What follows belongs to an exercise in optimizing a design on an open flow for a short achievable clock period and few clock cycles per item; a production flow would make more cautious choices. At most, simulation tests tie the RTL to the original design; equivalence was not proved. The RTL of run 1 was laid out without a check of its function. Power is estimated from default activity; no workload was simulated.

[flow/design.v]
package rv_core_pkg;
	localparam int XLEN       = 32;
	localparam int REG_ADDR_W = 5;
	localparam logic [XLEN-1:0] RESET_PC = 32'h0000_0000;
	localparam logic [6:0] OPC_RTYPE  = 7'b0110011;
	localparam logic [6:0] OPC_ITYPE  = 7'b0010011;
	localparam logic [6:0] OPC_LUI    = 7'b0110111;
	localparam logic [6:0] OPC_LOAD   = 7'b0000011;
	localparam logic [6:0] OPC_STORE  = 7'b0100011;
	localparam logic [6:0] OPC_BRANCH = 7'b1100011;
	localparam logic [6:0] OPC_JAL    = 7'b1101111;
	localparam logic [6:0] OPC_JALR   = 7'b1100111;
	localparam int ALU_OP_W = 3;
	localparam logic [ALU_OP_W-1:0] ALU_ADD = 3'd0;
	localparam logic [ALU_OP_W-1:0] ALU_SUB = 3'd1;
	localparam logic [ALU_OP_W-1:0] ALU_AND = 3'd2;
	localparam logic [ALU_OP_W-1:0] ALU_OR  = 3'd3;
	localparam logic [ALU_OP_W-1:0] ALU_SLT = 3'd4;
	localparam logic [1:0] SRC_A_OLD_PC = 2'd0;
	localparam logic [1:0] SRC_A_RS1    = 2'd1;
	localparam logic [1:0] SRC_A_PC     = 2'd2;
	localparam logic [1:0] SRC_B_RS2  = 2'd0;
	localparam logic [1:0] SRC_B_FOUR = 2'd1;
	localparam logic [1:0] SRC_B_IMM  = 2'd2;
	localparam logic [1:0] WB_RESULT = 2'd0;
	localparam logic [1:0] WB_PC     = 2'd1;
	localparam logic [1:0] WB_MEM    = 2'd2;
	localparam logic [1:0] WB_IMM    = 2'd3;
	localparam int STG_W = 3;
	localparam logic [STG_W-1:0] STG_FETCH     = 3'd0;
	localparam logic [STG_W-1:0] STG_DECODE    = 3'd1;
	localparam logic [STG_W-1:0] STG_EXECUTE   = 3'd2;
	localparam logic [STG_W-1:0] STG_MEM       = 3'd3;
	localparam logic [STG_W-1:0] STG_WRITEBACK = 3'd4;
	typedef union packed {
		struct packed {
			logic [6:0] funct7;
			logic [4:0] rs2;
			logic [4:0] rs1;
			logic [2:0] funct3;
			logic [4:0] rd;
			logic [6:0] opcode;
		} r;
		struct packed {
			logic [11:0] imm;
			logic [4:0]  rs1;
			logic [2:0]  funct3;
			logic [4:0]  rd;
			logic [6:0]  opcode;
		} i;
		struct packed {
			logic [6:0] imm_hi;
			logic [4:0] rs2;
			logic [4:0] rs1;
			logic [2:0] funct3;
			logic [4:0] imm_lo;
			logic [6:0] opcode;
		} s;
		struct packed {
			logic [19:0] imm;
			logic [4:0]  rd;
			logic [6:0]  opcode;
		} u;
	} instr_u;
endpackage
`timescale 1ns/1ps
module ks_add (
	input  logic [31:0] i_a,
	input  logic [31:0] i_b,
	input  logic        i_ci,
	output logic [31:0] o_sum
);
	logic [31:0] g [0:5];
	logic [31:0] p [0:5];
	logic [31:0] hp;
	always_comb begin
		hp   = i_a ^ i_b;
		g[0] = i_a & i_b;
		p[0] = hp;
		g[0][0] = (i_a[0] & i_b[0]) | (hp[0] & i_ci);
		for (int l = 0; l < 5; l++) begin
			for (int i = 0; i < 32; i++) begin
				if (i >= (1 << l)) begin
					g[l+1][i] = g[l][i] | (p[l][i] & g[l][i-(1<<l)]);
					p[l+1][i] = p[l][i] & p[l][i-(1<<l)];
				end else begin
					g[l+1][i] = g[l][i];
					p[l+1][i] = p[l][i];
				end
			end
		end
		o_sum[0] = hp[0] ^ i_ci;
		for (int i = 1; i < 32; i++)
			o_sum[i] = hp[i] ^ g[5][i-1];
	end
endmodule
`timescale 1ns/1ps
module rv_core_top (
	input  logic                         clk,
	input  logic                         i_rst_n,
	output logic                         o_wb_cyc,
	output logic                         o_wb_stb,
	output logic                         o_wb_we,
	output logic [rv_core_pkg::XLEN-1:0] o_wb_adr,
	output logic [rv_core_pkg::XLEN-1:0] o_wb_dat,
	input  logic [rv_core_pkg::XLEN-1:0] i_wb_dat,
	input  logic                         i_wb_ack
);
	localparam logic [6:0] OPC_RTYPE  = rv_core_pkg::OPC_RTYPE;
	localparam logic [6:0] OPC_ITYPE  = rv_core_pkg::OPC_ITYPE;
	localparam logic [6:0] OPC_LUI    = rv_core_pkg::OPC_LUI;
	localparam logic [6:0] OPC_LOAD   = rv_core_pkg::OPC_LOAD;
	localparam logic [6:0] OPC_STORE  = rv_core_pkg::OPC_STORE;
	localparam logic [6:0] OPC_BRANCH = rv_core_pkg::OPC_BRANCH;
	localparam logic [6:0] OPC_JAL    = rv_core_pkg::OPC_JAL;
	localparam logic [6:0] OPC_JALR   = rv_core_pkg::OPC_JALR;
	logic        stb_q;
	logic        we_q;
	logic        data_q;    
	logic        boot_q;    
	logic [31:0] adr_q;
	logic [31:0] dat_q;
	logic [31:0] rpc_q;     
	logic [4:0]  ld_rd_q;
	logic        ld_q;
	assign o_wb_cyc = stb_q;
	assign o_wb_stb = stb_q;
	assign o_wb_we  = we_q;
	assign o_wb_adr = adr_q;
	assign o_wb_dat = dat_q;
	logic        ack;       
	logic        f_ack;     
	logic        m_ack;     
	logic [31:0] f_ir;
	logic [6:0]  f_opc;
	logic [4:0]  f_rs1, f_rs2, f_rd;
	logic        f_seq, f_jal;
	logic [31:0] adr_p4, f_jtgt;
	assign ack    = stb_q & i_wb_ack;
	assign f_ack  = ack & ~data_q;
	assign m_ack  = ack & data_q;
	assign f_ir   = i_wb_dat;
	assign f_opc  = f_ir[6:0];
	assign f_rd   = f_ir[11:7];
	assign f_rs1  = f_ir[19:15];
	assign f_rs2  = f_ir[24:20];
	assign f_jal  = (f_opc == OPC_JAL);
	assign f_seq  = ~(f_opc == OPC_LOAD || f_opc == OPC_STORE || f_opc == OPC_BRANCH ||
		f_opc == OPC_JALR);
	assign adr_p4 = adr_q + 32'd4;
	ks_add u_jadd (
		.i_a   (adr_q),
		.i_b   ({{12{f_ir[31]}}, f_ir[19:12], f_ir[20], f_ir[30:21], 1'b0}),
		.i_ci  (1'b0),
		.o_sum (f_jtgt)
	);
	logic        e_v;
	logic [31:0] e_a, e_b, e_bn, e_imm, e_timm, e_pc, e_pc4;
	logic        e_fa;              
	logic [4:0]  e_bsel;            
	logic        e_fb;              
	logic        e_sub;
	logic        e_sumsel;          
	logic        e_sltsel;
	logic [1:0]  e_fn;              
	logic        e_we;              
	logic [4:0]  e_rd;
	logic        e_br, e_addr, e_ls, e_st;
	logic        e_redir;           
	logic        w_we;
	logic [4:0]  w_rd;
	logic [31:0] w_res, w_resn;
	logic [31:0] regs [1:31];
	logic [31:0] f_rv1, f_rv2;
	always_comb begin
		f_rv1 = (f_rs1 == 5'd0) ? 32'd0 : regs[f_rs1];
		f_rv2 = (f_rs2 == 5'd0) ? 32'd0 : regs[f_rs2];
		if (w_we && w_rd == f_rs1)
			f_rv1 = w_res;
		if (w_we && w_rd == f_rs2)
			f_rv2 = w_res;
	end
	logic [31:0] e_opa, e_opb, e_addb, e_sum, e_tgt, e_misc, e_res, e_redir_adr;
	logic        e_eq, e_lt;
	assign e_opa  = e_fa ? w_res : e_a;
	assign e_opb  = e_fb ? w_res : e_b;
	assign e_addb = ({32{e_bsel[0]}} & e_b) | ({32{e_bsel[1]}} & e_bn) |
		({32{e_bsel[2]}} & w_res) | ({32{e_bsel[3]}} & w_resn) | ({32{e_bsel[4]}} & e_imm);
	ks_add u_add (
		.i_a   (e_opa),
		.i_b   (e_addb),
		.i_ci  (e_sub),
		.o_sum (e_sum)
	);
	ks_add u_tadd (
		.i_a   (e_pc),
		.i_b   (e_timm),
		.i_ci  (1'b0),
		.o_sum (e_tgt)
	);
	assign e_eq = (e_opa == e_opb);
	assign e_lt = (e_opa[31] != e_opb[31]) ? e_opa[31] : e_sum[31];
	always_comb begin
		case (e_fn)
			2'd0:    e_misc = e_opa | e_opb;
			2'd1:    e_misc = e_opa & e_opb;
			2'd2:    e_misc = e_imm;
			default: e_misc = e_pc4;
		endcase
		if (m_ack)
			e_misc = i_wb_dat;    
		e_res = e_sumsel ? e_sum : e_misc;
		if (e_sltsel)
			e_res = {31'd0, e_lt};
	end
	assign e_redir_adr = e_addr ? e_sum : (e_eq ? e_tgt : e_pc4);
	always_ff @(posedge clk) begin
		if (w_we)
			regs[w_rd] <= w_res;
	end
	always_ff @(posedge clk) begin
		e_a      <= f_rv1;
		e_b      <= f_rv2;
		e_bn     <= ~f_rv2;
		e_fa     <= e_we && e_rd == f_rs1;
		e_fb     <= e_we && e_rd == f_rs2;
		e_pc     <= adr_q;
		e_pc4    <= adr_p4;
		e_rd     <= f_rd;
		e_sub    <= (f_opc == OPC_RTYPE) && (f_ir[14:12] == 3'b010 ||
			(f_ir[14:12] == 3'b000 && f_ir[30]));
		if (f_opc != OPC_RTYPE)
			e_bsel <= 5'b10000;
		else if (f_ir[14:12] == 3'b010 || (f_ir[14:12] == 3'b000 && f_ir[30]))
			e_bsel <= (e_we && e_rd == f_rs2) ? 5'b01000 : 5'b00010;
		else
			e_bsel <= (e_we && e_rd == f_rs2) ? 5'b00100 : 5'b00001;
		e_imm    <= (f_opc == OPC_STORE) ? {{20{f_ir[31]}}, f_ir[31:25], f_ir[11:7]} :
			(f_opc == OPC_LUI) ? {f_ir[31:12], 12'b0} : {{20{f_ir[31]}}, f_ir[31:20]};
		e_timm   <= {{20{f_ir[31]}}, f_ir[7], f_ir[30:25], f_ir[11:8], 1'b0};
		if (f_opc == OPC_RTYPE)
			e_fn <= (f_ir[14:12] == 3'b111) ? 2'd1 : 2'd0;
		else if (f_opc == OPC_LUI)
			e_fn <= 2'd2;
		else
			e_fn <= 2'd3;
		e_br   <= (f_opc == OPC_BRANCH);
		e_addr <= (f_opc == OPC_JALR || f_opc == OPC_LOAD || f_opc == OPC_STORE);
		e_ls   <= (f_opc == OPC_LOAD || f_opc == OPC_STORE);
		e_st   <= (f_opc == OPC_STORE);
		w_rd   <= m_ack ? ld_rd_q : e_rd;
		w_res  <= e_res;
		w_resn <= ~e_res;
		if (!i_rst_n) begin
			e_v      <= 1'b0;
			e_we     <= 1'b0;
			e_sumsel <= 1'b0;
			e_sltsel <= 1'b0;
			e_redir  <= 1'b0;
			w_we     <= 1'b0;
		end else begin
			e_v      <= f_ack;
			e_we     <= f_ack && f_rd != 5'd0 && (f_opc == OPC_RTYPE || f_opc == OPC_ITYPE ||
				f_opc == OPC_LUI || f_opc == OPC_JAL || f_opc == OPC_JALR);
			e_sumsel <= f_ack && ((f_opc == OPC_RTYPE && (f_ir[14:12] != 3'b010 &&
				f_ir[14:12] != 3'b110 && f_ir[14:12] != 3'b111)) || f_opc == OPC_ITYPE);
			e_sltsel <= f_ack && (f_opc == OPC_RTYPE) && (f_ir[14:12] == 3'b010);
			e_redir  <= f_ack && (f_opc == OPC_BRANCH || f_opc == OPC_JALR ||
				f_opc == OPC_LOAD || f_opc == OPC_STORE);
			w_we     <= m_ack ? (ld_q && ld_rd_q != 5'd0) : e_we;
		end
	end
	logic [31:0] ack_adr;
	assign ack_adr = data_q ? rpc_q : (f_jal ? f_jtgt : adr_p4);
	always_ff @(posedge clk) begin
		if (!i_rst_n) begin
			stb_q  <= 1'b0;
			we_q   <= 1'b0;
			data_q <= 1'b0;
			boot_q <= 1'b1;
			adr_q  <= rv_core_pkg::RESET_PC;
		end else begin
			boot_q <= 1'b0;
			if (ack)
				adr_q <= ack_adr;
			else if (!stb_q && e_redir)
				adr_q <= e_redir_adr;
			if (ack) begin
				stb_q  <= data_q | f_seq;
				we_q   <= 1'b0;
				data_q <= 1'b0;
			end else if (!stb_q && (e_redir || boot_q)) begin
				stb_q  <= 1'b1;
				we_q   <= e_redir && e_st;
				data_q <= e_redir && e_ls;
			end
		end
		if (e_redir && e_ls) begin
			dat_q   <= e_opb;
			rpc_q   <= e_pc4;
			ld_rd_q <= e_rd;
			ld_q    <= ~e_st;
		end
	end
endmodule
[flow/run.sh]
#!/bin/bash
# synth_recipe.tcl (not shown) runs the flow's synth.tcl, then flattens the netlist and writes it again
# the make line also repeats each setting of config.mk as NAME=value (left out here)
make -C /OpenROAD-flow-scripts/flow DESIGN_CONFIG=/design/flow/config.mk WORK_HOME=/design/flow/orfs CLKGATE_MAP_FILE= SYNTH_SCRIPT=/design/flow/synth_recipe.tcl finish
[flow/config.mk]
export PLATFORM = sky130hd
export DESIGN_NAME = rv_core_top
export DESIGN_NICKNAME = rv_core_top
export VERILOG_FILES = /design/flow/design.v
export SDC_FILE = /design/flow/constraint.sdc
export NUM_CORES = 4
export LEC_CHECK = 0
export ABC_CLOCK_PERIOD_IN_PS = 2500
export CAP_MARGIN = 20
export CORE_MARGIN = 2
export CORE_UTILIZATION = 45
export PLACE_DENSITY = 0.6
export SETUP_SLACK_MARGIN = 5
export SLEW_MARGIN = 20
export TNS_END_PERCENT = 100
[flow/constraint.sdc]
create_clock -name core_clock -period 8.0 [get_ports {clk}]
set_input_delay 1.6000 -clock core_clock [delete_from_list [all_inputs] [get_ports {clk}]]
set_output_delay 1.6000 -clock core_clock [all_outputs]
set_load 0.01 [all_outputs]
==> results of run 1 <==
## metal layers
metal  part of all wire  wire [um]  GRT usage
met1               0.38      92300      0.420
met4              0.058      14200      0.153
met2               0.45     109000      0.477
met3               0.11      26100     0.0660
met5            0.00012         29          0
## layout make-up
class	count	area, um2
Sequential cell	1386	38600
Inverter	165	622
Antenna cell	5	12.5
Multi-Input combinational cell	2596	29300
Tap cell	1944	2430
Timing Repair Buffer	453	5400
Clock buffer	202	4210
Fill cell	11800	68000
Clock inverter	74	664
## cells in the mapped netlist (29+ instances only)
master	n	area share
edfxtp_1	1062	0.47
mux4_2	569	0.19
dfxtp_1	324	0.096
nor2_1	231	0.013
nand2_1	227	0.013
mux2i_1	222	0.033
clkbuf_1	199	0.011
a21oi_1	184	0.014
inv_1	165	0.0092
ha_1	155	0.029
a211oi_1	143	0.016
o21ai_0	112	0.0083
xnor2_1	71	0.0092
a21o_1	69	0.0077
buf_2	65	0.0048
nand3_1	50	0.0037
xor2_1	48	0.0062
o21a_1	40	0.0045
nor2b_1	38	0.0035
a222oi_1	34	0.0051
buf_1	33	0.0018
a22oi_1	32	0.0036
a31oi_1	29	0.0027
## per-stage QoR
stage / hold WS [ns] / area (um2)
5_1_grt: 0.405 / 81200
3_3_place_gp: 0.440 / 71100
3_5_place_dp: 0.434 / 71100
4_1_cts: 0.394 / 79600
2_1_floorplan: 0.352 / 69000
6_report: 0.394 / 81200
## worst paths after layout
kind | start | end | slack [ns] | cells after the start
worst max-delay path | e_bsel[0] | adr_q[30] | 3.98 | 18
worst min-delay path | adr_q[6] | e_pc[6] | 0.39 | 0
worst max register to register | e_bsel[0] | adr_q[30] | 3.98 | 18
worst min register to register | adr_q[6] | e_pc[6] | 0.39 | 0
## worst max-delay path, delay by kind of cell (launching register included)
family	cells	cell delay (ns)
xor+xnor	1	0.16
simple gates	1	0.09
compound gates	9	2.09
buf+inv	5	0.61
flops	1	0.35
fa+ha+maj	2	0.66
## cell usage in the layout (no fill, tap or decap), drive strengths merged, types with 32 or more instances in the layout
| master | count |
|---|---|
| a211oi | 145 |
| a21o | 71 |
| a21oi | 186 |
| a222oi | 34 |
| a22oi | 32 |
| a31oi | 32 |
| buf | 388 |
| clkbuf | 224 |
| clkinv | 57 |
| dfxtp | 324 |
| edfxtp | 1062 |
| ha | 155 |
| inv | 171 |
| mux2i | 222 |
| mux4 | 569 |
| nand2 | 228 |
| nand3 | 51 |
| nor2 | 231 |
| nor2b | 38 |
| o21a | 40 |
| o21ai | 118 |
| xnor2 | 73 |
| xor2 | 48 |
## cell families after synthesis
group / Yosys count
DFF: 1386
AOI/OAI and AO/OA: 809
muxes: 794
and+or+nand+nor: 710
buffers and inverters: 476
adders and majority gates: 159
xor gates and xnor gates: 121
## what timing repair did
action / 4_1_cts / 5_1_grt
cloned: 35 / 21
setup endpoints to repair: 455 / 210
buffers inserted: 141 / 60
endpoints found under the hold margin: 0 / 0
gates resized for setup: 661 / 139
pin swaps: 149 / 82
## flip-flops by register name, summed over array words and instances, names as in the netlist, 2 cells and up
| register | count |
|---|---|
| rpc_q | 32 |
| w_res | 32 |
| e_imm | 31 |
| e_timm | 8 |
| e_rd | 4 |
| e_fn | 2 |
| e_pc | 30 |
| regs | 992 |
| e_a | 32 |
| e_bsel | 5 |
| dat_q | 32 |
| e_pc4 | 32 |
| e_b | 32 |
| ld_rd_q | 5 |
| w_resn | 32 |
| e_bn | 32 |
| adr_q | 32 |
| w_rd | 5 |
## report_power, final
group          switching (mW)  internal, mW  leakage [nW]
sequential              0.199          7.88          12.2
clock                    2.94          3.99          2.40
combinational            1.32          1.07          13.7
total                    4.46          12.9          28.3
==> run_results.csv, run 1 <==
group,metric,value,unit
sta,period_minus_slack,4.02,ns
clocking,clockRootBuffer,"clkbuf_16",
worst_setup_path,cp_common_cell,"fa_2",
clocking,cts-htree-levels,4,
worst_setup_path,path_max_fanout,6,
synth,synth-simple-area-share,0.0485,
sta,fmax,248,MHz
global_routing,grt_pass1_vias,44300,
clocking,cts_made_buffers,148,
clocking,tritoncts,"built",
global_routing,antenna_found_initial,9,
synth,synth_top_family_by_area,"multiplexers",
worst_setup_path,cp-start-kind,"register",
clocking,clock_sinks,1386,
synth,syn_area,67400,um2
clocking,insertion_delay,0.81,ns
synth,ys_seq_elements,1386,
synth,ys_dominant_reg_cell,"edfxtp_1",
floorplanning,initial_core_util,0.452,
floorplanning,ioPinCount,102,
sta,slew_headroom,0.269,
job,cap_viol_max_count,0,
global_routing,grt-ovfl-total,0,
global_routing,grt_max_degree,73,
synth,muxShareOfSynthArea,0.224,
placed_design,dp_hpwl,132,mm
routing,drt_wl_total,242,mm
synth,yosys_warnings,4,
sta,worst_pin_slew,1.10,ns
global_routing,grt_pass1_wl,335,mm
placed_design,io_buffer_count,101,
floorplanning,dieWidth,391,um
finish,area_growth_syn_to_layout,20.5,%
floorplanning,rows,142,
clocking,clk_pin_slew,0.06,ns
synth,synth_edf_count,1062,
worst_setup_path,path_cells,"buf_12 -> a222oi_1 -> inv_1 -> a221oi_2 -> fa_2 -> inv_2 -> fa_2 -> a211oi_2 -> o211ai_1 -> buf_4 -> nand3_4 -> a31oi_4 -> a21oi_4 -> o21ai_2 -> xnor2_2 -> buf_6 -> a2111oi_4 -> a311o_1",
placed_design,place_congestion,0.953,
floorplanning,core,149000,um2
finish,fin_cells,6825,
finish,final_nets,4944,
routing,dr.pass1.iters,9,
routing,drc,0,
routing,vias,45800,
sta,rsz0062_at_grt,"true",
synth,synthAdderAreaFrac,0.0300,
sta,fin_crit_sh,0.503,
synth,synth.avg_cell_area,15.1,um2
synth,synth_compound_area_frac,0.0836,
power,power_density,214,nW/um2
synth,synth_xor_area_frac,0.0159,
routing,wl_per_cell,35.5,um
synth,ys_types,97,
worst_setup_path,worstSetupEndpointType,"register",
finish,fin_util,0.544,
clocking,cts_buffer_depth,3,
sta,slew_violations,0,
sta,setup_viol,0,
outcome,status,"no timing/DRC/antenna violations",
worst_setup_path,critPathMaxStageDelay,0.41,ns
routing,drtIter0Drc,6486,
power,power,17.4,mW
finish,drive_above_1_share,0.330,
power,ir_drop,0.159,mV
floorplanning,die_h,391,um
synth,synth.net_count,4649,
synth,postSynth.asyncResetShare,0,
power,power.leakage,28.3,nW
global_routing,track_usage,0.310,
sta,final_hold_viol_count,0,
worst_setup_path,crit_slowest_cell,"a2111oi_4",
hold_path,worstHoldPathType,"reg2reg",
synth,yosysSeqAreaShare,0.570,
worst_setup_path,worstPathRequired,8.73,ns
sta,tns,0,ns
sta,fin_ws,3.98,ns
floorplanning,die_area,153000,um2
clocking,ctsHoldBuffers,0,
placed_design,dp.cells,6287,
routing,vias_per_cell,6.71,
synth,syn_inst,4455,
worst_setup_path,crit_arrival,4.75,ns
sta,clock-skew-final,0.0401,ns
placed_design,dp_worst_setup_slack,3.06,ns
worst_setup_path,critPathKind,"reg2reg",
routing,ant_nets,0,
==> run 2: changes to the inputs <==
--- a/flow/design.v
+++ b/flow/design.v
@@ -66,16 +66,12 @@
 `timescale 1ns/1ps
-module ks_add (
+module ks_carry (
 	input  logic [31:0] i_a,
 	input  logic [31:0] i_b,
-	input  logic        i_ci,
-	output logic [31:0] o_sum
+	output logic [31:0] o_c
 );
 	logic [31:0] g [0:5];
-	logic [31:0] p [0:5];
-	logic [31:0] hp;
+	logic [31:0] t [0:5];
 	always_comb begin
-		hp   = i_a ^ i_b;
 		g[0] = i_a & i_b;
-		p[0] = hp;
-		g[0][0] = (i_a[0] & i_b[0]) | (hp[0] & i_ci);
+		t[0] = i_a | i_b;
 		for (int l = 0; l < 5; l++) begin
@@ -83,7 +79,7 @@
 				if (i >= (1 << l)) begin
-					g[l+1][i] = g[l][i] | (p[l][i] & g[l][i-(1<<l)]);
-					p[l+1][i] = p[l][i] & p[l][i-(1<<l)];
+					g[l+1][i] = g[l][i] | (t[l][i] & g[l][i-(1<<l)]);
+					t[l+1][i] = t[l][i] & t[l][i-(1<<l)];
 				end else begin
 					g[l+1][i] = g[l][i];
-					p[l+1][i] = p[l][i];
+					t[l+1][i] = t[l][i];
 				end
@@ -91,5 +87,33 @@
 		end
-		o_sum[0] = hp[0] ^ i_ci;
-		for (int i = 1; i < 32; i++)
-			o_sum[i] = hp[i] ^ g[5][i-1];
+		o_c[0] = 1'b0;
+		o_c[1] = ~(~i_a[0] | ~i_b[0]);
+		for (int i = 2; i < 32; i++)
+			o_c[i] = g[5][i-1];
+	end
+endmodule
+module ks_add (
+	input  logic [31:0] i_a,
+	input  logic [31:0] i_b,
+	output logic [31:0] o_sum
+);
+	logic [31:0] c;
+	ks_carry u_c (.i_a(i_a), .i_b(i_b), .o_c(c));
+	assign o_sum = (i_a ^ c) ^ i_b;
+endmodule
+module inc4 (
+	input  logic [31:0] i_a,
+	output logic [31:0] o_sum
+);
+	logic [31:0] p [0:5];
+	logic [31:0] c;
+	always_comb begin
+		p[0] = i_a;
+		for (int l = 0; l < 5; l++)
+			for (int i = 0; i < 32; i++)
+				p[l+1][i] = (i >= 2 + (1 << l)) ? (p[l][i] & p[l][i-(1<<l)]) : p[l][i];
+		c = '0;
+		c[2] = 1'b1;
+		for (int i = 3; i < 32; i++)
+			c[i] = p[5][i-1];
+		o_sum = i_a ^ c;
 	end
@@ -136,4 +160,4 @@
 	logic [4:0]  f_rs1, f_rs2, f_rd;
-	logic        f_seq, f_jal;
-	logic [31:0] adr_p4, f_jtgt;
+	logic        f_seq;
+	logic [31:0] adr_p4;
 	assign ack    = stb_q & i_wb_ack;
@@ -146,18 +170,11 @@
 	assign f_rs2  = f_ir[24:20];
-	assign f_jal  = (f_opc == OPC_JAL);
 	assign f_seq  = ~(f_opc == OPC_LOAD || f_opc == OPC_STORE || f_opc == OPC_BRANCH ||
-		f_opc == OPC_JALR);
-	assign adr_p4 = adr_q + 32'd4;
-	ks_add u_jadd (
-		.i_a   (adr_q),
-		.i_b   ({{12{f_ir[31]}}, f_ir[19:12], f_ir[20], f_ir[30:21], 1'b0}),
-		.i_ci  (1'b0),
-		.o_sum (f_jtgt)
-	);
+		f_opc == OPC_JAL || f_opc == OPC_JALR);
+	inc4 u_inc (.i_a(adr_q), .o_sum(adr_p4));
 	logic        e_v;
-	logic [31:0] e_a, e_b, e_bn, e_imm, e_timm, e_pc, e_pc4;
+	logic [31:0] e_a, e_an, e_b, e_imm, e_timm, e_pc, e_pc4;
 	logic        e_fa;              
-	logic [4:0]  e_bsel;            
+	logic [2:0]  e_bsel;            
+	logic [3:0]  e_asel;            
 	logic        e_fb;              
-	logic        e_sub;
 	logic        e_sumsel;          
@@ -167,3 +184,3 @@
 	logic [4:0]  e_rd;
-	logic        e_br, e_addr, e_ls, e_st;
+	logic        e_br, e_jal, e_addr, e_ls, e_st;
 	logic        e_redir;           
@@ -182,3 +199,3 @@
 	end
-	logic [31:0] e_opa, e_opb, e_addb, e_sum, e_tgt, e_misc, e_res, e_redir_adr;
+	logic [31:0] e_opa, e_opb, e_addb, e_acy, e_cy, e_sum, e_tgt, e_misc, e_res, e_redir_adr;
 	logic        e_eq, e_lt;
@@ -186,10 +203,12 @@
 	assign e_opb  = e_fb ? w_res : e_b;
-	assign e_addb = ({32{e_bsel[0]}} & e_b) | ({32{e_bsel[1]}} & e_bn) |
-		({32{e_bsel[2]}} & w_res) | ({32{e_bsel[3]}} & w_resn) | ({32{e_bsel[4]}} & e_imm);
-	ks_add u_add (
-		.i_a   (e_opa),
-		.i_b   (e_addb),
-		.i_ci  (e_sub),
-		.o_sum (e_sum)
+	assign e_addb = ({32{e_bsel[0]}} & e_b) | ({32{e_bsel[1]}} & w_res) |
+		({32{e_bsel[2]}} & e_imm);
+	assign e_acy  = ({32{e_asel[0]}} & e_a) | ({32{e_asel[1]}} & e_an) |
+		({32{e_asel[2]}} & w_res) | ({32{e_asel[3]}} & w_resn);
+	ks_carry u_add (
+		.i_a (e_acy),
+		.i_b (e_addb),
+		.o_c (e_cy)
 	);
+	assign e_sum = (e_opa ^ e_cy) ^ e_addb;
 	ks_add u_tadd (
@@ -197,3 +216,2 @@
 		.i_b   (e_timm),
-		.i_ci  (1'b0),
 		.o_sum (e_tgt)
@@ -204,4 +222,4 @@
 		case (e_fn)
-			2'd0:    e_misc = e_opa | e_opb;
-			2'd1:    e_misc = e_opa & e_opb;
+			2'd0:    e_misc = e_opa | e_addb;
+			2'd1:    e_misc = e_opa & e_addb;
 			2'd2:    e_misc = e_imm;
@@ -215,3 +233,3 @@
 	end
-	assign e_redir_adr = e_addr ? e_sum : (e_eq ? e_tgt : e_pc4);
+	assign e_redir_adr = e_addr ? e_sum : ((e_eq | e_jal) ? e_tgt : e_pc4);
 	always_ff @(posedge clk) begin
@@ -223,3 +241,3 @@
 		e_b      <= f_rv2;
-		e_bn     <= ~f_rv2;
+		e_an     <= ~f_rv1;
 		e_fa     <= e_we && e_rd == f_rs1;
@@ -229,13 +247,15 @@
 		e_rd     <= f_rd;
-		e_sub    <= (f_opc == OPC_RTYPE) && (f_ir[14:12] == 3'b010 ||
-			(f_ir[14:12] == 3'b000 && f_ir[30]));
 		if (f_opc != OPC_RTYPE)
-			e_bsel <= 5'b10000;
-		else if (f_ir[14:12] == 3'b010 || (f_ir[14:12] == 3'b000 && f_ir[30]))
-			e_bsel <= (e_we && e_rd == f_rs2) ? 5'b01000 : 5'b00010;
+			e_bsel <= 3'b100;
+		else
+			e_bsel <= (e_we && e_rd == f_rs2) ? 3'b010 : 3'b001;
+		if (f_opc == OPC_RTYPE && (f_ir[14:12] == 3'b010 || (f_ir[14:12] == 3'b000 && f_ir[30])))
+			e_asel <= (e_we && e_rd == f_rs1) ? 4'b1000 : 4'b0010;
 		else
-			e_bsel <= (e_we && e_rd == f_rs2) ? 5'b00100 : 5'b00001;
+			e_asel <= (e_we && e_rd == f_rs1) ? 4'b0100 : 4'b0001;
 		e_imm    <= (f_opc == OPC_STORE) ? {{20{f_ir[31]}}, f_ir[31:25], f_ir[11:7]} :
 			(f_opc == OPC_LUI) ? {f_ir[31:12], 12'b0} : {{20{f_ir[31]}}, f_ir[31:20]};
-		e_timm   <= {{20{f_ir[31]}}, f_ir[7], f_ir[30:25], f_ir[11:8], 1'b0};
+		e_timm   <= (f_opc == OPC_JAL) ?
+			{{12{f_ir[31]}}, f_ir[19:12], f_ir[20], f_ir[30:21], 1'b0} :
+			{{20{f_ir[31]}}, f_ir[7], f_ir[30:25], f_ir[11:8], 1'b0};
 		if (f_opc == OPC_RTYPE)
@@ -247,2 +267,3 @@
 		e_br   <= (f_opc == OPC_BRANCH);
+		e_jal  <= (f_opc == OPC_JAL);
 		e_addr <= (f_opc == OPC_JALR || f_opc == OPC_LOAD || f_opc == OPC_STORE);
@@ -267,3 +288,3 @@
 			e_sltsel <= f_ack && (f_opc == OPC_RTYPE) && (f_ir[14:12] == 3'b010);
-			e_redir  <= f_ack && (f_opc == OPC_BRANCH || f_opc == OPC_JALR ||
+			e_redir  <= f_ack && (f_opc == OPC_BRANCH || f_opc == OPC_JAL || f_opc == OPC_JALR ||
 				f_opc == OPC_LOAD || f_opc == OPC_STORE);
@@ -273,3 +294,3 @@
 	logic [31:0] ack_adr;
-	assign ack_adr = data_q ? rpc_q : (f_jal ? f_jtgt : adr_p4);
+	assign ack_adr = data_q ? rpc_q : adr_p4;
 	always_ff @(posedge clk) begin
==> flow/flow/run.sh (new file) <==
#!/bin/bash
# The standard layout, with real buffers (not delay cells) on the ports.
set -euo pipefail
bash standard.sh "BUFFER_PORTS_ARGS=-buffer_cell sky130_fd_sc_hd__buf_4" finish > standard_make.log 2>&1
==> flow/standard.sh (new file) <==
#!/bin/bash
# synth_recipe.tcl (not shown) runs the flow's synth.tcl, then flattens the netlist and writes it again
# the make line also repeats each setting of config.mk as NAME=value (left out here)
make -C /OpenROAD-flow-scripts/flow DESIGN_CONFIG=/design/flow/config.mk WORK_HOME=/design/flow/orfs CLKGATE_MAP_FILE= SYNTH_SCRIPT=/design/flow/synth_recipe.tcl "${@:-finish}"
removed: flow/run.sh
==> run 2 against run 1 <==
Against the previous run: still clean; sequential share of layout area up 0.98 points; count of clock-buffer cells in the layout down 13; combinational power down about 20%; sequential power up 0.5%; core utilization about the same; synthesized area down 1.3%; synthesized cell count up 1.9%; worst setup slack better by 0.59 ns; die area down 1.3%; fmax up 17%; critical endpoint is now w_resn[26]; highest routed layer unchanged.
==> run_results.csv, run 2 <==
group,metric,value,unit
synth,synth_edf_count,1062,
floorplanning,initial_core_util,0.452,
worst_setup_path,critPathMaxStageDelay,0.43,ns
synth,yosysTopAreaCellShare,0.480,
routing,drc,0,
finish,final_area,80000,um2
synth,syn_area,66500,um2
finish,regMostFlops,"regs",
global_routing,track_usage,0.309,
synth,synth_top_cell_by_area,"edfxtp_1",
clocking,cts-htree-levels,4,
sta,clock-skew-final,0.0374,ns
finish,mostFrequentLayoutCells,"edfxtp_1 (1062), mux4_2 (469), buf_4 (324), dfxtp_1 (269), mux2i_1 (266)",
global_routing,antenna_found_initial,5,
clocking,clock_sinks,1399,
routing,drt_wl_total,242,mm
floorplanning,dieWidth,388,um
placed_design,io_buffer_count,101,
sta,final_hold_viol_count,0,
floorplanning,die_area,151000,um2
routing,vias_per_cell,6.76,
synth,netlist_top_cells_count,"edfxtp_1 (1062), mux4_2 (469), dfxtp_1 (337)",
worst_setup_path,crit_buf_inv,3,
clocking,insertion_delay,0.81,ns
global_routing,grt_max_degree,66,
job,cap_viol_max_count,0,
floorplanning,rows,141,
routing,dr.pass1.iters,10,
power,power_density,213,nW/um2
synth,ys_types,91,
finish,fin_util,0.544,
sta,fmax,291,MHz
floorplanning,die_h,388,um
power,swShare,0.250,
power,seqPwrFrac,0.476,
placed_design,place_congestion,0.913,
synth,ys_seq_elements,1399,
finish,area_growth_syn_to_layout,20.3,%
placed_design,dp_hpwl,135,mm
sta,slew_violations,0,
worst_setup_path,cp_common_cell,"buf_4",
worst_setup_path,path_cells,"buf_12 -> buf_4 -> a222oi_1 -> buf_4 -> and3_1 -> nor2_4 -> nor4b_4 -> a21oi_4 -> o31a_4 -> o21a_4 -> maj3_2 -> or4_4 -> a31o_1",
worst_setup_path,critPathKind,"reg2reg",
outcome,status,"no timing/DRC/antenna violations",
power,power_frac_clock,0.413,
finish,largest_reg_flops,992,
worst_setup_path,crit_arrival,4.14,ns
clocking,cts_buffer_depth,3,
sta,fin_crit_sh,0.430,
routing,drtIter0Drc,6843,
worst_setup_path,path_max_fanout,5,
floorplanning,core,147000,um2
finish,drive_above_1_share,0.320,
finish,n_fill_cell,11700,
power,power,17.1,mW
finish,seq_area,38800,um2
synth,yosysMostFrequentCell,"edfxtp_1",
floorplanning,ioPinCount,102,
synth,ys_dominant_reg_cell,"edfxtp_1",
global_routing,grt_pass1_wl,333,mm
power,ir_drop,0.223,mV
sta,period_minus_slack,3.44,ns
worst_setup_path,worstPathRequired,8.70,ns
worst_setup_path,crit_slowest_cell,"or4_4",
clocking,tritoncts,"built",
sta,slew_headroom,0.269,
power,power.leakage,28.2,nW
synth,synth.avg_cell_area,14.7,um2
synth,postSynth.asyncResetShare,0,
worst_setup_path,worstSetupEndpointType,"register",
synth,yosysSeqAreaShare,0.581,
routing,ant_nets,0,
placed_design,placed_area,69800,um2
clocking,cts_made_buffers,151,
finish,multiInputGateArea,27800,um2
clocking,clockRootBuffer,"clkbuf_16",
synth,synth.area.top_cells,"edfxtp_1 (48%), mux4_2 (16%), dfxtp_1 (10%)",
power,p_sw,4.27,mW
synth,syn_inst,4538,
power,p_comb_frac,0.111,
global_routing,grt-ovfl-total,0,
hold_path,worstHoldPathType,"reg2reg",
finish,layout_commonest_cell,"edfxtp_1",
synth,yosys_warnings,6,
sta,setup_viol,0,
sta,worst_pin_slew,1.10,ns
sta,tns,0,ns
worst_setup_path,cp-start-kind,"register",
global_routing,grt_pass1_vias,44500,
power,p_int,12.8,mW
routing,vias,46500,
sta,rsz0062_at_grt,"true",
routing,wl_per_cell,35.1,um
finish,final_nets,4868,
worst_setup_path,critical-path-top-delay-family,"simple AND/OR/NAND/NOR gates",
clocking,clk_pin_slew,0.06,ns
clocking,ctsHoldBuffers,0,
synth,synth.net_count,4578,
run 2: cell types whose count changed in the layout (fill, tap and decap cells not counted), moves of 33 or more:
cell	before	now
mux2i_1	174	266
buf_2	56	0
xnor2_1	57	106
a32oi_1	0	33
mux2_2	3	65
o21a_1	40	6
o21ai_0	64	122
mux4_2	569	469
ha_1	118	3
o221ai_1	1	38
buf_4	209	324
a211oi_1	130	35
inv_1	162	108
run 2: worst paths after layout:
path                                start    endpoint  slack [ns]  cells after the start
worst min register to register  adr_q[30]    e_pc[30]        0.40                      0
worst max register to register  e_bsel[2]  w_resn[26]        4.56                     13
worst max-delay path            e_bsel[2]  w_resn[26]        4.56                     13
worst min-delay path            adr_q[30]    e_pc[30]        0.40                      0
run 2: routing by layer:
layer / global-route usage / wire, um / vias up
li1: - / - / 18800
met1: 0.420 / 91300 / 24000
met2: 0.477 / 109000 / 3096
met3: 0.0668 / 27700 / 620
met4: 0.140 / 13300 / 6
met5: 0 / 41 / -
run 2: power by group through the flow:
stage,Combinational [mW],Clock (mW),Sequential [mW]
4_1_cts,1.76,7.10,8.10
6_report,1.90,7.05,8.12
3_3_place_gp,1.49,0,8.27
2_1_floorplan,1.08,0,8.15
3_5_place_dp,1.49,0,8.27
5_1_grt,1.98,7.40,8.11
run 2: cells by family (layout without fill, tap and decap cells):
| group | after synthesis | after routing | share of synthesized area |
|---|---|---|---|
| flops | 1399 | 1399 | 0.581 |
| fa+ha+maj | 41 | 41 | 0.00659 |
| compound gates | 922 | 922 | 0.0971 |
| xor+xnor | 180 | 180 | 0.0239 |
| simple gates | 712 | 712 | 0.0498 |
| mux | 829 | 829 | 0.214 |
| other cells | 0 | 1 | 0 |
| buf+inv | 455 | 867 | 0.0270 |
run 2: through the flow:
stage               setup WS [ns]  instances  hold slack (ns)
finish                       4.56       6881            0.401
global route                 4.55       6880            0.398
CTS                          4.59       6828            0.395
detailed placement           3.22       6342            0.398
global placement             3.09       6341            0.398
floorplan                    4.59       4538            0.351
run 2: timing repair:
action                                  4_1_cts  5_1_grt
pin swaps                                    95       91
endpoints found under the setup margin      377      248
resized for setup                           336      152
setup buffers                               182       39
gates cloned                                 29       13
hold endpoints to repair                      0        0
run 2: worst register-to-register path, stage by stage, from the launching register on:
cell	delay, ns
dfxtp_4	0.39
buf_12	0.13
buf_4	0.16
a222oi_1	0.10
buf_4	0.19
and3_1	0.22
nor2_4	0.18
nor4b_4	0.28
a21oi_4	0.12
o31a_4	0.33
o21a_4	0.24
maj3_2	0.34
or4_4	0.43
a31o_1	0.22
run 2: final cells by class:
cell class                      instances  area share
Clock inverter                         86      0.0101
Inverter                              115     0.00568
Antenna cell                            1   0.0000313
Multi-Input combinational cell       2684       0.347
Tap cell                             1930      0.0302
Timing Repair Buffer                  477      0.0697
Clock buffer                          189      0.0519
Sequential cell                      1399       0.485
Testbench counts of run 2, summed over its fixed seeds: cycles 37,013, instrs 15,860.
==> run 3: changes to the inputs <==
==> flow/run.sh (new file) <==
#!/bin/bash
# synth_recipe.tcl (not shown) runs the flow's synth.tcl, then flattens the netlist and writes it again
# the make line also repeats each setting of config.mk as NAME=value (left out here)
make -C /OpenROAD-flow-scripts/flow DESIGN_CONFIG=/design/flow/config.mk WORK_HOME=/design/flow/orfs CLKGATE_MAP_FILE= SYNTH_SCRIPT=/design/flow/synth_recipe.tcl finish
removed: flow/flow/run.sh
removed: flow/standard.sh
==> run 3 against run 2 <==
Against the previous run: power rose by 0.49%; wire length rose by 4.1%; via count rose by 2.7%; combinational power rose by 6%; critical path type unchanged; largest cell class unchanged.
==> run_results.csv, run 3 <==
group,metric,value,unit
outcome,status,"no timing/DRC/antenna violations",
clocking,clockRootBuffer,"clkbuf_16",
synth,ys_types,91,
clocking,insertion_delay,0.82,ns
sta,setup_viol,0,
hold_path,min_to,"e_pc[9]",
worst_setup_path,worstSetupEndpointType,"register",
clocking,tritoncts,"built",
synth,syn_area,66500,um2
power,ir_drop,0.254,mV
worst_setup_path,crit_slowest_cell,"dfxtp_4",
hold_path,worstHoldStart,"adr_q[9]",
power,power_density,211,nW/um2
global_routing,grt-ovfl-total,0,
finish,layout_commonest_cell,"edfxtp_1",
floorplanning,rows,141,
global_routing,grt_max_degree,72,
worst_setup_path,rr_endpoint,"w_resn[26]",
sta,tns,0,ns
finish,regMostFlops,"regs",
sta,fmax,284,MHz
hold_path,worstHoldPathType,"reg2reg",
synth,muxShareOfSynthArea,0.214,
finish,drive_above_1_share,0.332,
floorplanning,initial_core_util,0.452,
synth,synth.avg_cell_area,14.7,um2
worst_setup_path,path_max_fanout,20,
finish,final_nets,4973,
placed_design,place_congestion,0.920,
global_routing,track_usage,0.319,
sta,period_minus_slack,3.51,ns
worst_setup_path,critPathMaxStageDelay,0.57,ns
sta,worst_pin_slew,1.12,ns
sta,clock-skew-final,0.0350,ns
floorplanning,core,147000,um2
clocking,cts_made_buffers,152,
clocking,cts_buffer_depth,3,
worst_setup_path,critPathKind,"reg2reg",
worst_setup_path,reg2reg_setup_slack,4.49,ns
sta,whs,0.397,ns
routing,wl_per_cell,36.0,um
synth,yosys_warnings,6,
finish,fin_util,0.552,
synth,yosysTopAreaCellShare,0.480,
worst_setup_path,worstPathRequired,8.69,ns
synth,synth.area.top_cells,"edfxtp_1 (48%), mux4_2 (16%), dfxtp_1 (10%)",
routing,dr.pass1.iters,7,
routing,drc,0,
worst_setup_path,cp-start-kind,"register",
global_routing,grt_pass1_wl,342,mm
synth,yosysMostFrequentCell,"edfxtp_1",
synth,synthAdderAreaFrac,0.00659,
sta,final_hold_viol_count,0,
synth,synth-simple-area-share,0.0498,
synth,ys_dominant_reg_cell,"edfxtp_1",
worst_setup_path,path_cells,"a222oi_1 -> buf_4 -> buf_4 -> a21oi_4 -> a21o_1 -> a21oi_1 -> maj3_1 -> o21a_1 -> o31a_4 -> o21a_4 -> maj3_2 -> or4_4 -> a31o_1",
synth,postSynth.asyncResetShare,0,
worst_setup_path,ff2ff_path_depth,13,
sta,slew_violations,0,
synth,synth.net_count,4578,
floorplanning,ioPinCount,102,
routing,drt_wl_total,252,mm
global_routing,grt_pass1_vias,45400,
finish,largest_reg_flops,992,
hold_path,worstHoldPathCells,0,
floorplanning,die_h,388,um
synth,netlist_top_cells_count,"edfxtp_1 (1062), mux4_2 (469), dfxtp_1 (337)",
finish,area_growth_syn_to_layout,22.3,%
clocking,clock_sinks,1399,
synth,synth_edf_count,1062,
placed_design,io_buffer_count,101,
sta,slew_headroom,0.256,
routing,vias_per_cell,6.84,
placed_design,dp_hpwl,135,mm
synth,syn_inst,4538,
worst_setup_path,r2r-start,"w_res[17]",
sta,fin_crit_sh,0.439,
synth,synth_xor_area_frac,0.0239,
routing,drtIter0Drc,7242,
routing,vias,47800,
clocking,clk_pin_slew,0.07,ns
global_routing,antenna_found_initial,11,
routing,ant_nets,0,
sta,rsz0062_at_grt,"true",
finish,mostFrequentLayoutCells,"edfxtp_1 (1062), mux4_2 (469), buf_4 (292), mux2i_1 (265), dfxtp_1 (260)",
floorplanning,die_area,151000,um2
worst_setup_path,cp_common_cell,"buf_4",
floorplanning,dieWidth,388,um
power,power.leakage,28.8,nW
synth,synth_compound_area_frac,0.0971,
job,cap_viol_max_count,0,
synth,yosysSeqAreaShare,0.581,
finish,n_fill_cell,11500,
synth,synth_top_family_by_area,"multiplexers",
synth,synth_top_cell_by_area,"edfxtp_1",
worst_setup_path,crit_arrival,4.21,ns
synth,ys_seq_elements,1399,
worst_setup_path,critPathLaunch,"w_res[17]",
clocking,cts-htree-levels,4,
==> run 3: changes by cell type in the layout (fill, tap and decap cells not counted), sizes merged <==
| cell | change |
|---|---|
| buf | +78 |
| clkbuf | +32 |
| clkdlybuf4s50 | +21 |
| clkinv | -15 |
| clkinvlp | -7 |
| bufinv | -3 |
| inv | -3 |
| bufbuf | -2 |
| dlygate4sd2 | +2 |
| clkdlybuf4s15 | +1 |
| diode | +1 |
| dlymetal6s2s | +1 |
| nor2 | +1 |
==> run 3: worst max path at each step <==
stage	end	slack (ns)	cells after the start
final	w_resn[26]	4.49	13
after global routing	adr_q[30]	4.39	14
after CTS	w_resn[26]	4.51	14
after detailed placement	e_an[19]	3.06	7
after global placement	e_an[19]	3.14	7
after floorplan	e_a[20]	4.59	8
==> run 3: cell type report <==
type | instances | area (um2) | area share
well taps | 1930 | 2410 | 0.0297
repair buffers | 580 | 6620 | 0.0814
clock buffers | 219 | 4310 | 0.0531
multi-input cells | 2685 | 28000 | 0.345
inverters | 115 | 450 | 0.00554
diodes | 2 | 5.00 | 0.0000616
clock inverters | 58 | 577 | 0.00710
flip-flops and latches | 1399 | 38900 | 0.478
==> run 3: metrics by stage <==
stage | setup slack [ns] | cell area [um2] | power, mW | std cells
2_1_floorplan | 4.59 | 67600 | 9.23 | 4538
3_3_place_gp | 3.14 | 69900 | 9.77 | 6341
3_5_place_dp | 3.06 | 69900 | 9.78 | 6341
4_1_cts | 4.51 | 79200 | 17.0 | 6875
5_1_grt | 4.39 | 81300 | 17.6 | 6986
6_report | 4.49 | 81300 | 17.2 | 6988
==> run 3: power breakdown <==
group          leakage [nW]  internal (mW)  switching [mW]
logic                  13.6          0.905            1.12
registers              12.9           7.89           0.240
clock network          2.40           4.04            2.96
total                  28.8           12.8            4.32
==> run 3: cells by family (layout without fill, tap and decap cells) <==
kind of cell | Yosys count | count (layout)
simple gates | 712 | 713
xor+xnor | 180 | 180
flops | 1399 | 1399
fa+ha+maj | 41 | 41
buf+inv | 455 | 972
mux | 829 | 829
other cells | 0 | 2
compound gates | 922 | 922
==> run 3: worst max-delay path, delay by kind of cell, from the launching register on <==
kind / cells / cell delay [ns]
AOI/OAI and AO/OA: 8 / 1.33
adders and majority gates: 2 / 0.70
buffers and inverters: 2 / 0.33
DFF: 1 / 0.57
and+or+nand+nor: 1 / 0.44
==> run 3: what timing repair did <==
action | CTS | global route
cloned | 30 | 15
setup buffers | 227 | 96
hold buffers | 0 | 0
setup endpoints to repair | 409 | 294
resized for setup | 672 | 193
pin swaps | 88 | 128
==> run 3: per-layer routing <==
metal | share of wire | up-vias | track usage
met5 | 0.00023 | - | 0
met4 | 0.059 | 10 | 0.153
met3 | 0.12 | 704 | 0.0811
met2 | 0.44 | 3374 | 0.489
met1 | 0.37 | 24700 | 0.427
li1 | - | 19000 | -
==> run 4: changes to the inputs <==
--- a/flow/design.v
+++ b/flow/design.v
@@ -160,3 +160,4 @@
 	logic [4:0]  f_rs1, f_rs2, f_rd;
-	logic        f_seq;
+	logic        f_seq, f_sub, f_useimm, f_fa, f_fb;
+	logic [31:0] f_imm;
 	logic [31:0] adr_p4;
@@ -172,11 +173,15 @@
 		f_opc == OPC_JAL || f_opc == OPC_JALR);
+	assign f_sub  = (f_opc == OPC_RTYPE) && (f_ir[14:12] == 3'b010 ||
+		(f_ir[14:12] == 3'b000 && f_ir[30]));
+	assign f_useimm = (f_opc != OPC_RTYPE);
+	assign f_imm  = (f_opc == OPC_STORE) ? {{20{f_ir[31]}}, f_ir[31:25], f_ir[11:7]} :
+		(f_opc == OPC_LUI) ? {f_ir[31:12], 12'b0} : {{20{f_ir[31]}}, f_ir[31:20]};
 	inc4 u_inc (.i_a(adr_q), .o_sum(adr_p4));
 	logic        e_v;
-	logic [31:0] e_a, e_an, e_b, e_imm, e_timm, e_pc, e_pc4;
-	logic        e_fa;              
-	logic [2:0]  e_bsel;            
-	logic [3:0]  e_asel;            
-	logic        e_fb;              
+	logic [31:0] e_a, e_b;          
+	logic [31:0] e_acy;             
+	logic [31:0] e_bop;             
+	logic [31:0] e_timm, e_pc, e_pc4;
 	logic        e_sumsel;          
-	logic        e_sltsel;
+	logic        e_sltsel;          
 	logic [1:0]  e_fn;              
@@ -184,3 +189,3 @@
 	logic [4:0]  e_rd;
-	logic        e_br, e_jal, e_addr, e_ls, e_st;
+	logic        e_jal, e_addr, e_ls, e_st;
 	logic        e_redir;           
@@ -188,3 +193,3 @@
 	logic [4:0]  w_rd;
-	logic [31:0] w_res, w_resn;
+	logic [31:0] w_res;
 	logic [31:0] regs [1:31];
@@ -199,16 +204,12 @@
 	end
-	logic [31:0] e_opa, e_opb, e_addb, e_acy, e_cy, e_sum, e_tgt, e_misc, e_res, e_redir_adr;
+	assign f_fa = e_we && e_rd == f_rs1;
+	assign f_fb = e_we && e_rd == f_rs2;
+	logic [31:0] e_cy, e_sum, e_tgt, e_misc, e_res, e_redir_adr;
 	logic        e_eq, e_lt;
-	assign e_opa  = e_fa ? w_res : e_a;
-	assign e_opb  = e_fb ? w_res : e_b;
-	assign e_addb = ({32{e_bsel[0]}} & e_b) | ({32{e_bsel[1]}} & w_res) |
-		({32{e_bsel[2]}} & e_imm);
-	assign e_acy  = ({32{e_asel[0]}} & e_a) | ({32{e_asel[1]}} & e_an) |
-		({32{e_asel[2]}} & w_res) | ({32{e_asel[3]}} & w_resn);
 	ks_carry u_add (
 		.i_a (e_acy),
-		.i_b (e_addb),
+		.i_b (e_bop),
 		.o_c (e_cy)
 	);
-	assign e_sum = (e_opa ^ e_cy) ^ e_addb;
+	assign e_sum = (e_a ^ e_cy) ^ e_bop;
 	ks_add u_tadd (
@@ -218,9 +219,9 @@
 	);
-	assign e_eq = (e_opa == e_opb);
-	assign e_lt = (e_opa[31] != e_opb[31]) ? e_opa[31] : e_sum[31];
+	assign e_eq = (e_a == e_b);
+	assign e_lt = (e_a[31] != e_b[31]) ? e_a[31] : e_sum[31];
 	always_comb begin
 		case (e_fn)
-			2'd0:    e_misc = e_opa | e_addb;
-			2'd1:    e_misc = e_opa & e_addb;
-			2'd2:    e_misc = e_imm;
+			2'd0:    e_misc = e_a | e_bop;
+			2'd1:    e_misc = e_a & e_bop;
+			2'd2:    e_misc = e_bop;
 			default: e_misc = e_pc4;
@@ -239,21 +240,10 @@
 	always_ff @(posedge clk) begin
-		e_a      <= f_rv1;
-		e_b      <= f_rv2;
-		e_an     <= ~f_rv1;
-		e_fa     <= e_we && e_rd == f_rs1;
-		e_fb     <= e_we && e_rd == f_rs2;
-		e_pc     <= adr_q;
-		e_pc4    <= adr_p4;
-		e_rd     <= f_rd;
-		if (f_opc != OPC_RTYPE)
-			e_bsel <= 3'b100;
-		else
-			e_bsel <= (e_we && e_rd == f_rs2) ? 3'b010 : 3'b001;
-		if (f_opc == OPC_RTYPE && (f_ir[14:12] == 3'b010 || (f_ir[14:12] == 3'b000 && f_ir[30])))
-			e_asel <= (e_we && e_rd == f_rs1) ? 4'b1000 : 4'b0010;
-		else
-			e_asel <= (e_we && e_rd == f_rs1) ? 4'b0100 : 4'b0001;
-		e_imm    <= (f_opc == OPC_STORE) ? {{20{f_ir[31]}}, f_ir[31:25], f_ir[11:7]} :
-			(f_opc == OPC_LUI) ? {f_ir[31:12], 12'b0} : {{20{f_ir[31]}}, f_ir[31:20]};
-		e_timm   <= (f_opc == OPC_JAL) ?
+		e_a    <= f_fa ? e_res : f_rv1;
+		e_b    <= f_fb ? e_res : f_rv2;
+		e_acy  <= (f_fa ? e_res : f_rv1) ^ {32{f_sub}};
+		e_bop  <= f_useimm ? f_imm : (f_fb ? e_res : f_rv2);
+		e_pc   <= adr_q;
+		e_pc4  <= adr_p4;
+		e_rd   <= f_rd;
+		e_timm <= (f_opc == OPC_JAL) ?
 			{{12{f_ir[31]}}, f_ir[19:12], f_ir[20], f_ir[30:21], 1'b0} :
@@ -266,3 +256,2 @@
 			e_fn <= 2'd3;
-		e_br   <= (f_opc == OPC_BRANCH);
 		e_jal  <= (f_opc == OPC_JAL);
@@ -271,5 +260,4 @@
 		e_st   <= (f_opc == OPC_STORE);
-		w_rd   <= m_ack ? ld_rd_q : e_rd;
-		w_res  <= e_res;
-		w_resn <= ~e_res;
+		w_rd  <= m_ack ? ld_rd_q : e_rd;
+		w_res <= e_res;
 		if (!i_rst_n) begin
@@ -319,3 +307,3 @@
 		if (e_redir && e_ls) begin
-			dat_q   <= e_opb;
+			dat_q   <= e_b;
 			rpc_q   <= e_pc4;
==> flow/flow/run.sh (new file) <==
#!/bin/bash
# The standard layout, with real buffers (not delay cells) on the ports.
set -euo pipefail
bash standard.sh "BUFFER_PORTS_ARGS=-buffer_cell sky130_fd_sc_hd__buf_4" finish > standard_make.log 2>&1
==> flow/standard.sh (new file) <==
#!/bin/bash
# synth_recipe.tcl (not shown) runs the flow's synth.tcl, then flattens the netlist and writes it again
# the make line also repeats each setting of config.mk as NAME=value (left out here)
make -C /OpenROAD-flow-scripts/flow DESIGN_CONFIG=/design/flow/config.mk WORK_HOME=/design/flow/orfs CLKGATE_MAP_FILE= SYNTH_SCRIPT=/design/flow/synth_recipe.tcl "${@:-finish}"
removed: flow/run.sh
==> run 4 against run 3 <==
Against the previous run: global-route usage shrank 1.5 points; critical path depth grew 2; combinational power grew 3%; clock skew shrank 0.0061 ns; die area shrank 3.0%; sequential share of layout area shrank 0.53 points; via count shrank 8.3%; power shrank 1.0%; fmax grew 3.5%; worst setup slack gained 0.12 ns; critical path type is now in2reg; highest routed layer is now met4.
==> run_results.csv, run 4 <==
group,metric,value,unit
power,power_density,211,nW/um2
finish,drive_above_1_share,0.381,
placed_design,dp.cells,6059,
synth,synth-simple-area-share,0.0583,
finish,antenna_cells,0,
placed_design,io_buffer_count,101,
sta,fin_crit_sh,0.424,
routing,drtIter0Drc,6356,
synth,ys_types,85,
floorplanning,rows,138,
global_routing,grt_pass1_wl,315,mm
global_routing,grt_pass1_vias,42200,
worst_setup_path,worstSetupEndpointType,"register",
finish,n_fill_cell,10900,
worst_setup_path,critPathKind,"in2reg",
synth,yosys_warnings,6,
floorplanning,ioPinCount,102,
finish,area_growth_syn_to_layout,24.8,%
placed_design,place_congestion,0.903,
job,cap_viol_max_count,0,
routing,ant_nets,0,
synth,synth.avg_cell_area,14.9,um2
worst_setup_path,cp_common_cell,"buf_16",
sta,worst_pin_slew,1.19,ns
sta,period_minus_slack,3.40,ns
worst_setup_path,crit_buf_inv,6,
worst_setup_path,critPathMaxStageDelay,0.49,ns
synth,muxShareOfSynthArea,0.221,
global_routing,grt_max_degree,64,
sta,rsz0062_at_grt,"true",
synth,yosysSeqAreaShare,0.587,
sta,setup_viol,0,
synth,synth_edf_count,1062,
finish,layout_commonest_cell,"edfxtp_1",
clocking,clk_pin_slew,0.06,ns
clocking,cts_buffer_depth,3,
synth,synth_compound_area_frac,0.0750,
synth,synth.net_count,4357,
synth,synthAdderAreaFrac,0.00489,
worst_setup_path,crit_arrival,4.05,ns
routing,vias_per_cell,6.57,
worst_setup_path,critical-path-top-delay-family,"multiplexers",
global_routing,antenna_found_initial,1,
power,ir_drop,0.269,mV
finish,mostFrequentLayoutCells,"edfxtp_1 (1062), mux4_2 (535), nor2_1 (365), buf_4 (295), dfxtp_1 (202)",
routing,drt_wl_total,226,mm
sta,clock-skew-final,0.0289,ns
synth,synth.area.top_cells,"edfxtp_1 (49%), mux4_2 (19%), dfxtp_1 (9.3%)",
worst_setup_path,cp-start-kind,"primary input",
synth,yosysTopAreaCellShare,0.495,
routing,vias,43800,
finish,fin_cells,6666,
synth,synth_xor_area_frac,0.0296,
synth,syn_inst,4317,
floorplanning,initial_core_util,0.454,
worst_setup_path,crit_slowest_cell,"mux4_2",
finish,largest_reg_flops,992,
routing,dr.pass1.iters,6,
synth,ys_dominant_reg_cell,"edfxtp_1",
sta,fin_ws,4.60,ns
worst_setup_path,path_cells,"buf_16 -> buf_16 -> buf_8 -> buf_12 -> buf_16 -> buf_6 -> mux2i_1 -> a21oi_1 -> mux4_2 -> mux2i_4 -> nor2_2 -> a21oi_2 -> a21oi_2 -> nor2_1 -> a21oi_1",
sta,fmax,295,MHz
synth,syn_area,64400,um2
floorplanning,core,142000,um2
sta,slew_headroom,0.207,
sta,tns,0,ns
worst_setup_path,worstPathRequired,8.66,ns
placed_design,dp_hpwl,123,mm
floorplanning,die_h,382,um
clocking,clock_sinks,1360,
finish,final_nets,4701,
clocking,cts-htree-levels,4,
synth,synth_top_family_by_area,"multiplexers",
sta,final_hold_viol_count,0,
power,power.leakage,28.0,nW
clocking,tritoncts,"built",
worst_setup_path,path_max_fanout,8,
outcome,status,"no timing/DRC/antenna violations",
sta,whs,0.394,ns
synth,netlist_top_cells_count,"edfxtp_1 (1062), mux4_2 (535), nor2_1 (442)",
clocking,cts_made_buffers,145,
synth,synth_top_cell_by_area,"edfxtp_1",
clocking,insertion_delay,0.80,ns
floorplanning,die_area,146000,um2
placed_design,dp_worst_setup_slack,2.76,ns
finish,regMostFlops,"regs",
synth,ys_seq_elements,1360,
clocking,clockRootBuffer,"clkbuf_16",
hold_path,worstHoldPathType,"reg2reg",
routing,wl_per_cell,33.8,um
synth,yosysMostFrequentCell,"edfxtp_1",
synth,postSynth.asyncResetShare,0,
floorplanning,dieWidth,382,um
routing,drc,0,
global_routing,grt-ovfl-total,0,
sta,slew_violations,0,
global_routing,track_usage,0.304,
clocking,ctsHoldBuffers,0,
## run 4: changes by cell type in the layout (fill, tap and decap cells not counted), moves of 51 or more
cell / change
nor2_1: +183
mux2i_1: -122
inv_1: -75
mux4_2: +66
nand2_1: -65
a21oi_2: +63
buf_2: -63
o21ai_0: -62
dfxtp_1: -58
dfxtp_2: +56
mux2_2: -55
a22oi_1: -51
## run 4: worst paths after layout
path	cells after the start	startpoint	slack (ns)	endpoint
worst min register to register	0	adr_q[1]	0.39	e_pc4[1]
worst max register to register	15	e_pc4[1]	4.67	adr_q[16]
worst max-delay path	15	i_wb_dat[20]	4.60	e_bop[4]
worst min-delay path	0	adr_q[1]	0.39	e_pc4[1]
## run 4: final cells by class
| class | instances | area [um2] | area share |
|---|---|---|---|
| inverter | 38 | 146 | 0.00182 |
| multi-input combinational | 2587 | 27800 | 0.346 |
| timing repair inverter | 1 | 5.00 | 0.0000622 |
| clock inverter | 67 | 711 | 0.00884 |
| clock buffer | 195 | 4150 | 0.0516 |
| timing repair buffer | 528 | 7170 | 0.0892 |
| tap | 1890 | 2360 | 0.0294 |
| sequential | 1360 | 38000 | 0.473 |
## run 4: cells by family (layout without fill, tap and decap cells)
family / Yosys count / count (layout)
buf+inv: 375 / 829
flops: 1360 / 1360
fa+ha+maj: 29 / 29
compound gates: 731 / 732
simple gates: 850 / 854
mux: 754 / 754
xor+xnor: 218 / 218
## run 4: where the power goes
group	switching, mW	total [mW]	internal [mW]
clock network	2.83	6.92	4.09
logic	1.08	2.09	1.01
registers	0.254	7.96	7.71
## run 4: metal layers
layer | wire length (um) | up-vias | global-route usage
li1 | - | 17900 | -
met1 | 84700 | 22600 | 0.403
met2 | 106000 | 2752 | 0.487
met3 | 23500 | 511 | 0.0644
met4 | 11100 | 0 | 0.131
met5 | 0 | - | 0
## run 4: worst reg2reg max path, delay by kind of cell (launching register included)
| family | cells | cell delay [ns] |
|---|---|---|
| compound gates | 8 | 1.52 |
| flops | 1 | 0.36 |
| fa+ha+maj | 3 | 0.80 |
| buf+inv | 3 | 0.44 |
| xor+xnor | 1 | 0.13 |
## run 4: what timing repair did
action / in CTS / in global routing
resized for setup: 569 / 257
gates cloned: 79 / 6
setup buffers: 181 / 79
pin swaps: 132 / 119
endpoints found under the setup margin: 581 / 215
## run 4: stage by stage
step | area [um2] | total power, mW | util
floorplan | 65200 | 9.07 | -
global placement | 67300 | 9.54 | 0.474
detailed placement | 67300 | 9.55 | 0.474
CTS | 78500 | 16.9 | 0.553
global route | 80400 | 17.4 | 0.567
finish | 80400 | 17.0 | 0.567
Testbench counts of run 4, summed over its fixed seeds: cycles 37,013, instrs 15,860.
==> run 5: changes to the inputs <==
==> flow/run.sh (new file) <==
#!/bin/bash
# synth_recipe.tcl (not shown) runs the flow's synth.tcl, then flattens the netlist and writes it again
# the make line also repeats each setting of config.mk as NAME=value (left out here)
make -C /OpenROAD-flow-scripts/flow DESIGN_CONFIG=/design/flow/config.mk WORK_HOME=/design/flow/orfs CLKGATE_MAP_FILE= SYNTH_SCRIPT=/design/flow/synth_recipe.tcl finish
removed: flow/flow/run.sh
removed: flow/standard.sh
==> run 5 against run 4 <==
Against the previous run: largest cell class unchanged; combinational power is essentially flat; non-clock buffer count grew 29; synthesized cell count is the same; critical endpoint is now e_bop[5]; highest routed layer is now met5; still clean; via count grew 1.4%; clock skew shrank 0.0036 ns; wire length grew 2.2%; die area is the same.
==> run_results.csv, run 5 <==
group,metric,value,unit
job,cap_viol_max_count,0,
global_routing,grt_pass1_wl,320,mm
clocking,clk_pin_slew,0.06,ns
clocking,clock_sinks,1360,
sta,tns,0,ns
synth,postSynth.asyncResetShare,0,
routing,vias,44400,
clocking,cts_buffer_depth,3,
clocking,cts_made_buffers,145,
synth,yosysTopAreaCellShare,0.495,
global_routing,track_usage,0.309,
sta,period_minus_slack,3.35,ns
finish,fin_util,0.566,
hold_path,worstHoldPathType,"reg2reg",
routing,drc,0,
worst_setup_path,r2r-start,"e_pc4[1]",
outcome,status,"no timing/DRC/antenna violations",
worst_setup_path,cp_common_cell,"buf_12",
placed_design,place_congestion,0.924,
routing,wl_per_cell,34.4,um
synth,synth.avg_cell_area,14.9,um2
routing,vias_per_cell,6.63,
sta,fin_crit_sh,0.419,
global_routing,antenna_found_initial,6,
clocking,insertion_delay,0.80,ns
floorplanning,initial_core_util,0.454,
synth,synth.net_count,4357,
power,power.leakage,28.1,nW
finish,largest_reg_flops,992,
sta,setup_viol,0,
worst_setup_path,worstPathRequired,8.68,ns
placed_design,io_buffer_count,101,
worst_setup_path,path_cells,"buf_16 -> buf_12 -> buf_12 -> buf_12 -> buf_16 -> mux4_2 -> mux4_2 -> mux2i_4 -> nor2_4 -> a21oi_2 -> a21oi_2 -> a21o_1",
floorplanning,core,142000,um2
synth,synth_top_cell_by_area,"edfxtp_1",
worst_setup_path,crit_cells,12,
synth,netlist_top_cells_count,"edfxtp_1 (1062), mux4_2 (535), nor2_1 (442)",
sta,clock-skew-final,0.0253,ns
floorplanning,rows,138,
synth,yosysSeqAreaShare,0.587,
synth,ys_types,85,
synth,synth_edf_count,1062,
synth,synth.area.top_cells,"edfxtp_1 (49%), mux4_2 (19%), dfxtp_1 (9.3%)",
worst_setup_path,rr_endpoint,"adr_q[29]",
routing,drtIter0Drc,6529,
routing,dr.pass1.iters,8,
placed_design,placed_area,67600,um2
floorplanning,dieWidth,382,um
placed_design,dp_hpwl,121,mm
sta,slew_headroom,0.223,
worst_setup_path,crit_path_end,"e_bop[5]",
finish,final_area,80400,um2
sta,fmax,298,MHz
routing,drt_wl_total,230,mm
sta,rsz0062_at_grt,"true",
sta,slew_violations,0,
worst_setup_path,cp-start-kind,"primary input",
worst_setup_path,critPathLaunch,"i_wb_dat[20]",
synth,ys_seq_elements,1360,
synth,yosys_warnings,6,
sta,final_hold_viol_count,0,
global_routing,grt_max_degree,65,
power,power_density,209,nW/um2
global_routing,grt-ovfl-total,0,
worst_setup_path,critPathKind,"in2reg",
synth,syn_area,64400,um2
finish,area_growth_syn_to_layout,24.7,%
worst_setup_path,reg2reg_setup_slack,4.69,ns
worst_setup_path,crit_buf_inv,5,
finish,final_nets,4726,
routing,ant_nets,0,
run 5: cell counts after synthesis:
Identical to the previous run, type by type.
run 5: layer usage:
layer / GRT usage / routed length (um) / vias up
li1: - / - / 18000
met1: 0.418 / 87500 / 23100
met2: 0.482 / 108000 / 2853
met3: 0.0650 / 24400 / 498
met4: 0.140 / 10700 / 2
met5: 0 / 13 / -
run 5: worst min path at each step:
stage | start | endpoint | slack (ns) | depth (start not counted)
final | adr_q[9] | e_pc[9] | 0.39 | 0
after global routing | adr_q[9] | e_pc[9] | 0.39 | 0
after CTS | adr_q[9] | e_pc[9] | 0.38 | 0
after detailed placement | adr_q[1] | e_pc4[1] | 0.39 | 0
after global placement | adr_q[1] | e_pc4[1] | 0.39 | 0
after floorplan | adr_q[1] | e_pc4[1] | 0.35 | 0
run 5: repair_timing:
| item | in CTS | in global routing |
|---|---|---|
| setup endpoints to repair | 389 | 400 |
| cloned | 80 | 10 |
| resized for setup | 854 | 204 |
| buffers inserted | 191 | 83 |
| pin swaps | 119 | 119 |
| hold buffers | 0 | 0 |
| hold endpoints to repair | 0 | 0 |
run 5: power by group:
group | switching (mW) | internal, mW
clock | 2.90 | 3.88
sequential | 0.241 | 7.70
combinational | 1.08 | 1.01
total | 4.23 | 12.6
run 5: final cells by class:
type | instances | area share
Tap cell | 1890 | 0.0294
Sequential cell | 1360 | 0.474
Inverter | 38 | 0.00185
Timing Repair Buffer | 557 | 0.0930
Antenna cell | 2 | 0.0000623
Clock buffer | 189 | 0.0495
Multi-Input combinational cell | 2584 | 0.343
Clock inverter | 75 | 0.00920
run 5: logic make-up (layout without fill, tap and decap cells):
family	Yosys count	count (layout)	share of synthesized area
and+or+nand+nor	850	852	0.0583
muxes	754	754	0.221
other	0	2	0
adders and majority gates	29	29	0.00489
DFF	1360	1360	0.587
xor gates and xnor gates	218	218	0.0296
AOI/OAI and AO/OA	731	731	0.0750
buffers and inverters	375	859	0.0234
run 5: through the flow:
stage	instances	total power, mW	hold WS [ns]	worst slack, ns
6_report	6695	16.8	0.387	4.65
5_1_grt	6693	17.2	0.394	4.59
4_1_cts	6600	16.7	0.382	4.69
3_5_place_dp	6065	9.56	0.391	2.80
3_3_place_gp	6064	9.55	0.390	2.81
2_1_floorplan	4317	9.07	0.351	4.28

[static timing again, ports no longer ideal]
The flow's constraints put no driver on any port. The routed layouts listed below were extracted and timed again, unchanged, in two steps.
Step 1: set_driving_cell puts a clkbuf_16 on clk and a buf_2 on each other input, an assumption about the parent block.
Step 2 times the ports against the registers' clock, not the clock port: input delays grow and output delays shrink by t, the midpoint of the rising clock arrivals with the driver on.
Three values: ideal, step 1, step 2; two values: the first two.
| run | t (ns) | slack for setup (ns) |
|---|---|---|
| run 1 | 0.878 | 3.975 / 3.975 / 3.390 |
| run 2 | 0.877 | 4.563 / 4.563 / 3.958 |
| run 3 | 0.885 | 4.485 / 4.485 / 3.878 |
| run 4 | 0.864 | 4.604 / 4.407 / 3.543 |
| run 5 | 0.877 | 4.649 / 4.258 / 3.381 |
After both steps every run listed still meets setup and hold.
